From an optimization exercise on the open Yosys and OpenROAD flow, aimed at small area; shortcuts taken in it are not production practice.
In this exercise RTL edits were held to simulation tests only and were not proved equivalent to the original.
No activity file was given, so power comes from the tool's default toggle rates.

`design/flow/run.sh`:
```
#!/bin/bash
# synth_recipe.tcl (not shown) runs the flow's synth.tcl, then flattens the netlist and writes it again
# the make line also repeats each setting of config.mk as NAME=value (left out here)
make -C /OpenROAD-flow-scripts/flow DESIGN_CONFIG=/design/flow/config.mk WORK_HOME=/design/flow/orfs CLKGATE_MAP_FILE= SYNTH_SCRIPT=/design/flow/synth_recipe.tcl finish
```
`design/flow/config.mk`:
```
export PLATFORM = sky130hd
export DESIGN_NAME = console_buffer
export DESIGN_NICKNAME = console_buffer
export VERILOG_FILES = /design/flow/design.v
export SDC_FILE = /design/flow/constraint.sdc
export NUM_CORES = 4
export LEC_CHECK = 0
export CAP_MARGIN = 20
export CORE_MARGIN = 2
export CORE_UTILIZATION = 40
export SLEW_MARGIN = 20
export SYNTH_MEMORY_MAX_BITS = 4096
```
`design/flow/constraint.sdc`:
```
create_clock -name core_clock -period 5.0 [get_ports {clk}]
set_input_delay 1.0000 -clock core_clock [delete_from_list [all_inputs] [get_ports {clk}]]
set_output_delay 1.0000 -clock core_clock [all_outputs]
set_load 0.01 [all_outputs]
```
`design/flow/design.v`:
```
package console_geom_pkg;
  localparam int LINE_WIDTH   = 16;   
  localparam int SCREEN_LINES = 4;    
  localparam int FONT_ROWS    = 2;    
  localparam int BUF_LINES    = 16;
  localparam int COL_BITS     = 4;
  localparam int LINE_BITS    = 4;
  localparam int ADDR_BITS    = 8;    
  localparam int MAX_TAB      = 7;    
  typedef logic [LINE_BITS-1:0] line_idx_t;   
  typedef logic [COL_BITS-1:0]  col_idx_t;    
  typedef struct packed {
    line_idx_t line;
    col_idx_t  col;
  } line_col_t;
  typedef union packed {
    logic [ADDR_BITS-1:0] flat;
    line_col_t            lc;
  } buf_addr_u;
endpackage
package console_code_pkg;
  localparam logic [7:0] BS_CODE    = 8'h08;   
  localparam logic [7:0] HT_CODE    = 8'h09;   
  localparam logic [7:0] LF_CODE    = 8'h0A;   
  localparam logic [7:0] CR_CODE    = 8'h0D;   
  localparam logic [7:0] DEL_CODE   = 8'h7F;   
  localparam logic [7:0] CTRL_LIMIT = 8'd32;   
  localparam logic [7:0] BLANK_CHAR = 8'h00;   
  typedef enum logic [2:0] {
    op_print,
    op_backspace,
    op_newline,     
    op_tab
  } write_op_e;
  typedef struct packed {
    write_op_e  op;
    logic [7:0] ch;
  } write_cmd_t;
endpackage
`timescale 1ns/1ns
module char_decoder (
  input  logic                        clk,
  input  logic                        rst,
  input  logic                        i_char_stb,
  input  logic [7:0]                  i_char,
  input  logic                        i_alt_func_en,   
  input  logic                        i_busy,          
  output logic                        o_cmd_valid,
  output console_code_pkg::write_cmd_t o_cmd,
  output logic                        o_wr_char_rdy
);
  console_code_pkg::write_cmd_t dec_cmd;
  logic                         dec_keep;   
  logic                         accept;
  always_comb begin
    dec_cmd.ch = i_char;
    dec_cmd.op = console_code_pkg::op_print;
    dec_keep   = 1'b1;
    if (!i_alt_func_en) begin
      case (i_char)
        console_code_pkg::BS_CODE: dec_cmd.op = console_code_pkg::op_backspace;
        console_code_pkg::HT_CODE: dec_cmd.op = console_code_pkg::op_tab;
        console_code_pkg::LF_CODE,
        console_code_pkg::CR_CODE: dec_cmd.op = console_code_pkg::op_newline;
        default: begin
          if ((i_char < console_code_pkg::CTRL_LIMIT) || (i_char == console_code_pkg::DEL_CODE)) begin
            dec_keep = 1'b0;
          end
        end
      endcase
    end
  end
  assign o_wr_char_rdy = !i_busy && !o_cmd_valid;   
  assign accept        = i_char_stb && o_wr_char_rdy;
  always_ff @(posedge clk) begin
    if (rst) begin
      o_cmd_valid <= 1'b0;
    end else begin
      o_cmd_valid <= accept && dec_keep;   
    end
  end
  always_ff @(posedge clk) begin
    if (accept) begin
      o_cmd <= dec_cmd;
    end
  end
endmodule
`timescale 1ns/1ns
module cursor_writer (
  input  logic                          clk,
  input  logic                          rst,
  input  logic                          i_cmd_valid,
  input  console_code_pkg::write_cmd_t  i_cmd,
  input  logic [2:0]                    i_tab_count,
  input  logic                          i_clear_screen_stb,
  input  logic                          i_reader_busy,
  output logic                          o_busy,
  output logic                          o_we,
  output console_geom_pkg::buf_addr_u   o_wr_addr,
  output logic [7:0]                    o_wr_data,
  output console_geom_pkg::line_idx_t   o_top_line,
  output logic                          o_line_clear   
);
  typedef enum logic [2:0] {
    st_idle,
    st_print,
    st_backspace,
    st_pad_line,     
    st_clear_line,   
    st_tab,
    st_clear_all
  } wr_state_e;
  wr_state_e                   state;
  console_geom_pkg::buf_addr_u cur;   
  logic [7:0]                  wr_ch;
  logic [$clog2(console_geom_pkg::MAX_TAB+1)-1:0]  tab_cnt;
  logic                        clear_req;
  logic [$clog2(console_geom_pkg::SCREEN_LINES)-1:0] lines_used;   
  console_geom_pkg::line_idx_t top_line;
  logic                        col_last;
  logic                        new_line;
  assign col_last = (cur.lc.col == console_geom_pkg::LINE_WIDTH - 1);
  assign new_line = col_last && ((state == st_print) || (state == st_pad_line) ||
                                 ((state == st_tab) && (tab_cnt != '0)));
  assign o_busy     = (state != st_idle) || (clear_req && !i_cmd_valid);
  assign o_we       = (state == st_print) || (state == st_backspace) || (state == st_pad_line) ||
                      (state == st_clear_line) || (state == st_clear_all) ||
                      ((state == st_tab) && (tab_cnt != '0));
  assign o_wr_addr  = cur;
  assign o_wr_data  = (state == st_print) ? wr_ch : console_code_pkg::BLANK_CHAR;
  assign o_top_line = top_line;
  assign o_line_clear = (state == st_clear_line);
  always_ff @(posedge clk) begin
    if (rst) begin
      state     <= st_clear_all;   
      cur       <= '0;
      tab_cnt   <= '0;
      clear_req <= 1'b0;
    end else begin
      case (state)
        st_idle: begin
          if (i_cmd_valid) begin
            tab_cnt <= i_tab_count;
            case (i_cmd.op)
              console_code_pkg::op_print:   state <= st_print;
              console_code_pkg::op_backspace: begin
                if (cur.lc.col != '0) begin
                  cur.lc.col <= cur.lc.col - 1'b1;   
                end
                state <= st_backspace;
              end
              console_code_pkg::op_newline: state <= st_pad_line;
              console_code_pkg::op_tab:     state <= st_tab;
              default:                      state <= st_idle;
            endcase
          end else if (clear_req && !i_reader_busy) begin
            clear_req <= 1'b0;
            cur       <= '0;
            state     <= st_clear_all;
          end
        end
        st_print: begin
          cur.lc.col <= cur.lc.col + 1'b1;
          state      <= st_idle;
        end
        st_backspace:  state <= st_idle;
        st_pad_line:   cur.lc.col <= cur.lc.col + 1'b1;   
        st_clear_line: begin
          cur.lc.col <= cur.lc.col + 1'b1;   
          if (col_last) begin
            state <= st_idle;
          end
        end
        st_tab: begin
          if (tab_cnt == '0) begin
            state <= st_idle;
          end else begin
            tab_cnt    <= tab_cnt - 1'b1;
            cur.lc.col <= cur.lc.col + 1'b1;
          end
        end
        st_clear_all: begin
          cur.flat <= cur.flat + 1'b1;   
          if ((cur.lc.line == console_geom_pkg::BUF_LINES - 1) && col_last) begin
            state <= st_idle;
          end
        end
        default: state <= st_idle;
      endcase
      if (new_line) begin
        cur.lc.line <= cur.lc.line + 1'b1;
        cur.lc.col  <= '0;
        state       <= st_clear_line;
      end
      if (i_clear_screen_stb) begin
        clear_req <= 1'b1;
      end
    end
  end
  always_ff @(posedge clk) begin
    if ((state == st_idle) && i_cmd_valid) begin
      wr_ch <= i_cmd.ch;
    end
  end
  always_ff @(posedge clk) begin
    if (rst || (state == st_clear_all)) begin
      lines_used <= '0;
      top_line   <= '0;
    end else if (new_line) begin
      if (lines_used == console_geom_pkg::SCREEN_LINES - 1) begin
        top_line <= top_line + 1'b1;
      end else begin
        lines_used <= lines_used + 1'b1;
      end
    end
  end
endmodule
`timescale 1ns/1ns
module char_ram (
  input  logic                        clk,
  input  logic                        i_we,
  input  console_geom_pkg::buf_addr_u i_wr_addr,
  input  logic [7:0]                  i_wr_data,
  input  console_geom_pkg::buf_addr_u i_rd_addr,
  output logic [7:0]                  o_rd_data
);
  logic [7:0] mem [2**console_geom_pkg::ADDR_BITS];   
  always_ff @(posedge clk) begin
    if (i_we) begin
      mem[i_wr_addr.flat] <= i_wr_data;
    end
  end
  always_ff @(posedge clk) begin
    o_rd_data <= mem[i_rd_addr.flat];
  end
endmodule
`timescale 1ns/1ns
module frame_reader (
  input  logic                        clk,
  input  logic                        rst,
  input  logic                        i_read_frame_stb,
  input  logic                        i_char_req_en,   
  input  logic                        i_writer_busy,
  input  console_geom_pkg::line_idx_t i_top_line,
  input  logic                        i_line_clear,    
  output logic                        o_busy,
  output console_geom_pkg::buf_addr_u o_rd_addr,
  output logic                        o_char_rdy
);
  typedef enum logic [2:0] {
    rd_idle,
    rd_wait_writer,
    rd_setup,
    rd_request,
    rd_delay
  } rd_state_e;
  rd_state_e                   state;
  console_geom_pkg::col_idx_t  col;
  logic [$clog2(console_geom_pkg::FONT_ROWS)-1:0]    font_row;
  logic [$clog2(console_geom_pkg::SCREEN_LINES)-1:0] scr_line;   
  logic                        last_char;
  logic                        req_hit;
  logic                        rdy_d1;   
  console_geom_pkg::buf_addr_u rd_addr;
  assign req_hit   = (state == rd_request) && i_char_req_en && !i_line_clear;
  assign o_busy    = (state == rd_setup) || (state == rd_request) || (state == rd_delay);
  assign o_rd_addr = rd_addr;
  always_ff @(posedge clk) begin
    if (rst) begin
      state      <= rd_idle;
      col        <= '0;
      font_row   <= '0;
      scr_line   <= '0;
      last_char  <= 1'b0;
      rdy_d1     <= 1'b0;
      o_char_rdy <= 1'b0;
    end else begin
      rdy_d1     <= req_hit;
      o_char_rdy <= rdy_d1;
      case (state)
        rd_wait_writer: begin
          if (!i_writer_busy) begin   
            col       <= '0;
            font_row  <= '0;
            scr_line  <= '0;
            last_char <= 1'b0;
            state     <= rd_setup;
          end
        end
        rd_setup: state <= rd_request;
        rd_request: begin
          if (req_hit) begin
            col <= col + 1'b1;
            if (col == console_geom_pkg::LINE_WIDTH - 1) begin
              if (font_row == console_geom_pkg::FONT_ROWS - 1) begin
                font_row  <= '0;
                scr_line  <= scr_line + 1'b1;
                last_char <= (scr_line == console_geom_pkg::SCREEN_LINES - 1);
              end else begin
                font_row  <= font_row + 1'b1;   
              end
            end
            state <= rd_delay;
          end
        end
        rd_delay: state <= last_char ? rd_idle : rd_request;
        default:  state <= rd_idle;
      endcase
      if (i_read_frame_stb) begin
        state <= rd_wait_writer;   
      end
    end
  end
  always_ff @(posedge clk) begin
    if (req_hit) begin
      rd_addr.lc.line <= i_top_line + console_geom_pkg::line_idx_t'(scr_line);
      rd_addr.lc.col  <= col;
    end
  end
endmodule
`timescale 1ns/1ns
module console_buffer (
  input  logic       clk,
  input  logic       rst,
  input  logic       i_char_stb,
  input  logic [7:0] i_char,
  input  logic       i_alt_func_en,
  input  logic [2:0] i_tab_count,
  input  logic       i_clear_screen_stb,
  output logic       o_wr_char_rdy,
  input  logic       i_read_frame_stb,
  input  logic       i_char_req_en,
  output logic       o_char_rdy,
  output logic [7:0] o_char
);
  logic                         cmd_valid;
  console_code_pkg::write_cmd_t cmd;
  logic                         writer_busy;
  logic                         reader_busy;
  logic                         we;
  console_geom_pkg::buf_addr_u  wr_addr;
  logic [7:0]                   wr_data;
  console_geom_pkg::buf_addr_u  rd_addr;
  console_geom_pkg::line_idx_t  top_line;   
  logic                         line_clear;
  char_decoder u_char_decoder (
    .clk(clk), .rst(rst),
    .i_char_stb(i_char_stb), .i_char(i_char), .i_alt_func_en(i_alt_func_en),
    .i_busy(writer_busy),
    .o_cmd_valid(cmd_valid), .o_cmd(cmd), .o_wr_char_rdy(o_wr_char_rdy)
  );
  cursor_writer u_cursor_writer (
    .clk(clk), .rst(rst),
    .i_cmd_valid(cmd_valid), .i_cmd(cmd), .i_tab_count(i_tab_count),
    .i_clear_screen_stb(i_clear_screen_stb), .i_reader_busy(reader_busy),
    .o_busy(writer_busy), .o_we(we), .o_wr_addr(wr_addr), .o_wr_data(wr_data),
    .o_top_line(top_line), .o_line_clear(line_clear)
  );
  char_ram u_char_ram (
    .clk(clk), .i_we(we), .i_wr_addr(wr_addr), .i_wr_data(wr_data),
    .i_rd_addr(rd_addr), .o_rd_data(o_char)
  );
  frame_reader u_frame_reader (
    .clk(clk), .rst(rst),
    .i_read_frame_stb(i_read_frame_stb), .i_char_req_en(i_char_req_en),
    .i_writer_busy(writer_busy), .i_top_line(top_line), .i_line_clear(line_clear),
    .o_busy(reader_busy), .o_rd_addr(rd_addr), .o_char_rdy(o_char_rdy)
  );
endmodule
```
==> summary.md <==
| Metric | Value |
|---|---|
| Starting Density | `between 40% and 50%` |
| Worst setup EP type | `register` |
| Top cells by area, synth | `edfxtp_1, mux4_2, mux4_1` |
| Dpl hpwl | `125 mm` |
| Setup_tns | `0 ns` |
| CTS clk-pin slew, worst paths | `0.06 ns` |
| Top FF cell, synth | `edfxtp_1` |
| EDFF count, synth | `2,074` |
| Non-filler cells, final | `around 7.1k` |
| Register area share after synthesis | `~76%` |
| CTS tree | `yes` |
| Setup Buffers After CTS | `0` |
| All-Layer GR Usage | `between 10% and 20%` |
| Syn. warnings | `4` |
| CP Class | `reg2reg` |
| Final worst setup slack | `roughly 1.1 ns` |
| Sink Count | `around 2.1k` |
| Nets@finish | `4,207` |
| Vias in the first global route | `~40k` |
| I/O Pins | `28` |
| Arrival @ worst endpoint | `4.67 ns` |
| Mean Syn Cell Area | `20.6 sq um` |
| Port Buf Inserts | `27` |
| Flops & latches, synth | `2,117` |
| Num rows | `167` |
| DP Worst Slack | `between 1 and 1.5 ns` |
| Via density | `5.72` |
| Cells after DPL | `6,745` |
| Area grow syn2layout | `11.7%` |
| Library cells used by synthesis | `86` |
| Max-Cap Viols | `0` |
| Clock Skew | `0.0428 ns` |
| Final hold viol count | `0` |
| Syn Nets | `4,089` |
| Root Buffer | `clkbuf_16` |
| Most frequent cells in the layout | `edfxtp_1, mux4_2, nor2_1, clkbuf_16, a22oi_1` |
| Slew of the pin with the lowest slew margin | `approximately 1.1 ns` |
| Hold Path Class | `reg2reg` |
| Largest net degree at the start of global routing | `165` |
| Worst rel slew slack | `23.6%` |
| Ys async rst share | `0%` |
| Area leader, netlist | `edfxtp_1` |
| Gr busiest metal | `met2` |
| Final setup viols | `0` |
| Power per cell area | `about 370 nW/um^2` |
| Tcrit/Tclk final | `78.0%` |
| LEAKAGE | `29.4 nW` |
| Met3 Resource Use GR | `3.44%` |
| RD Place Congestion | `around 0.82` |
| Synth Instances | `4,051` |
| Met1 usage | `between 20% and 30%` |
| Post-CTS sizing | `0` |
| Startpoint Class | `register` |
| Die extent in x | `461 microns` |
| Grt total ovfl | `0` |
| TritonCTS Buffers | `210` |
| Average wire per standard cell | `28.8 microns` |
| Htree depth | `4` |
| Later-pin clock latency in the skew report | `about 0.86 ns` |
| Synth top area share | `74.6%` |
| First-pass GRT wire length | `295 mm` |
| Final WL | `approximately 200 mm` |
| Pre-Repair DR Iteration Count | `5` |
| Final ANT Viol Nets | `0` |
| DRC violations left | `0` |
| Status | `timing/DRC/antenna clean` |
| Final Max Slew Viols | `0` |
| Fmax | `around 0.26 GHz` |
| Hold buffers post-CTS | `0` |
| Maximum vdd drop | `roughly 350 uV` |
| Max clock buf depth | `3` |
| Mapped cell area | `83,500 sq um` |
| Core footprint | `207,000 sq um` |
| Via count | `40.8k` |
| Die Ht | `about 460 microns` |
| Crit path max fanout | `39` |
| Met2 Resource Use GR | `between 20 and 30%` |
| Core Util, Final | `45.0%` |
| DIE AREA | `212,000 sq um` |
| Commonest non-fill, non-tap cell in the layout | `edfxtp_1` |
| Drt initial violations | `between 4k and 5k` |
| Initial antenna violation count | `3` |
| Tmin final | `3.90 ns` |
| Share of cells above drive strength 1 | `18.2%` |
| RSZ-0062 raised after global routing | `false` |
| Critical Path RT | `5.77 ns` |
flip-flops by register name, summed over array words and instances, names as in the netlist:
register                    cells
u_frame_reader.rd_addr          8
u_char_decoder.o_cmd           10
u_cursor_writer.cur             8
u_cursor_writer.tab_cnt         3
u_frame_reader.last_char        1
u_char_ram.mem               2048
u_char_decoder.o_cmd_valid      1
u_frame_reader.state            3
u_frame_reader.scr_line         2
u_frame_reader.o_char_rdy       1
u_cursor_writer.top_line        4
u_cursor_writer.state           3
u_frame_reader.font_row         1
u_cursor_writer.clear_req       1
u_char_ram.o_rd_data            8
u_cursor_writer.wr_ch           8
u_frame_reader.rdy_d1           1
u_frame_reader.col              4
u_cursor_writer.lines_used      2
worst max-delay path, cell delays in order, from the launching register on:
cell and delay [ns]:
edfxtp_1 0.77, buf_4 0.53, and2_2 0.97, and3_1 0.50, a211oi_1 0.15, a31oi_1 0.37
nor4_2 0.18, nor4_2 0.29
power by group:
group / total [mW] / switching (mW) / internal [mW]
Combinational: 0.350 / 0.236 / 0.114
Sequential: 19.2 / 0.0152 / 19.2
Clock: 15.3 / 6.69 / 8.56
metrics by stage:
| step | instance area, sq um | power, mW | hold slack, ns |
|---|---|---|---|
| after global placement | 86600 | 19.9 | 0.408 |
| after detailed placement | 86600 | 19.9 | 0.409 |
| after CTS | 93300 | 35.0 | 0.423 |
| after floorplan | 83500 | 19.8 | 0.400 |
| final | 93300 | 34.8 | 0.422 |
| after global routing | 93300 | 35.7 | 0.427 |
Yosys cell counts (all sizes together) (21+ instances only):
cell / count
buf: 136
nand2: 82
o22ai: 32
nand3: 46
o21ai: 35
o221ai: 33
a211oi: 21
nor2: 307
dfxtp: 43
a22oi: 150
edfxtp: 2074
mux4: 447
nor3: 28
mux2i: 141
nor4: 22
a21oi: 112
clkbuf: 100
cell type report:
class                   count  area [sq um]
diodes                      3          7.51
multi-input cells        1676         18400
well taps                2788          3490
flip-flops and latches   2117         63100
fillers                 17600        114000
clock inverters           106           960
clock buffers             276          5680
repair buffers            145          1510
inverters                  19          71.3
layer usage:
metal | vias up | wire length (microns)
met1 | 21800 | 88400
li1 | 17200 | -
met2 | 1568 | 96800
met3 | 265 | 14500
met5 | - | 0
met4 | 0 | 5450
final timing paths:
kind	start	endpoint	slack, ns	cells after the start
worst max-delay path	u_frame_reader.rd_addr[2]	u_char_ram.o_rd_data[7]	1.10	7
worst min-delay path	u_char_decoder.o_cmd[4]	u_cursor_writer.wr_ch[4]	0.42	0
worst max register to register	u_frame_reader.rd_addr[2]	u_char_ram.o_rd_data[7]	1.10	7
worst min register to register	u_char_decoder.o_cmd[4]	u_cursor_writer.wr_ch[4]	0.42	0
kinds of logic (layout without fill, tap and decap cells):
family,after synthesis,in the layout,synth area share [%]
other,0,3,0
adder cells (fa/ha/maj),20,20,0.309
flip-flops,2117,2117,75.6
buffers and inverters,258,546,2.43
XOR/XNOR,9,9,0.0944
AO/OA/AOI/OAI,475,475,4.04
AND/OR/NAND/NOR,582,582,3.21
multiplexers,590,590,14.3

==> static timing again, ports no longer ideal <==
Ports are ideal in the flow. The routed layout listed here was re-timed in OpenROAD.
Step 1 assumes that a clkbuf_16 drives the clock port and a buf_2 every other input.
Step 2, shift: input delay + t, output delay - t, t = (earliest + latest rising clock arrival at the registers) / 2. This alone moves slack from input paths to output paths.
Three values: ideal ports, drivers, drivers and shift; two values: the first two.
t, ns: 0.928
setup WS [ns]: 1.102 / 1.061 / 1.102
hold WS [ns]: 0.422 / 0.422 / 0.422
After both steps setup and hold are still met in this run. The setup slack of this run moves by -0.041 ns with the drivers and by 0.000 ns with both steps.
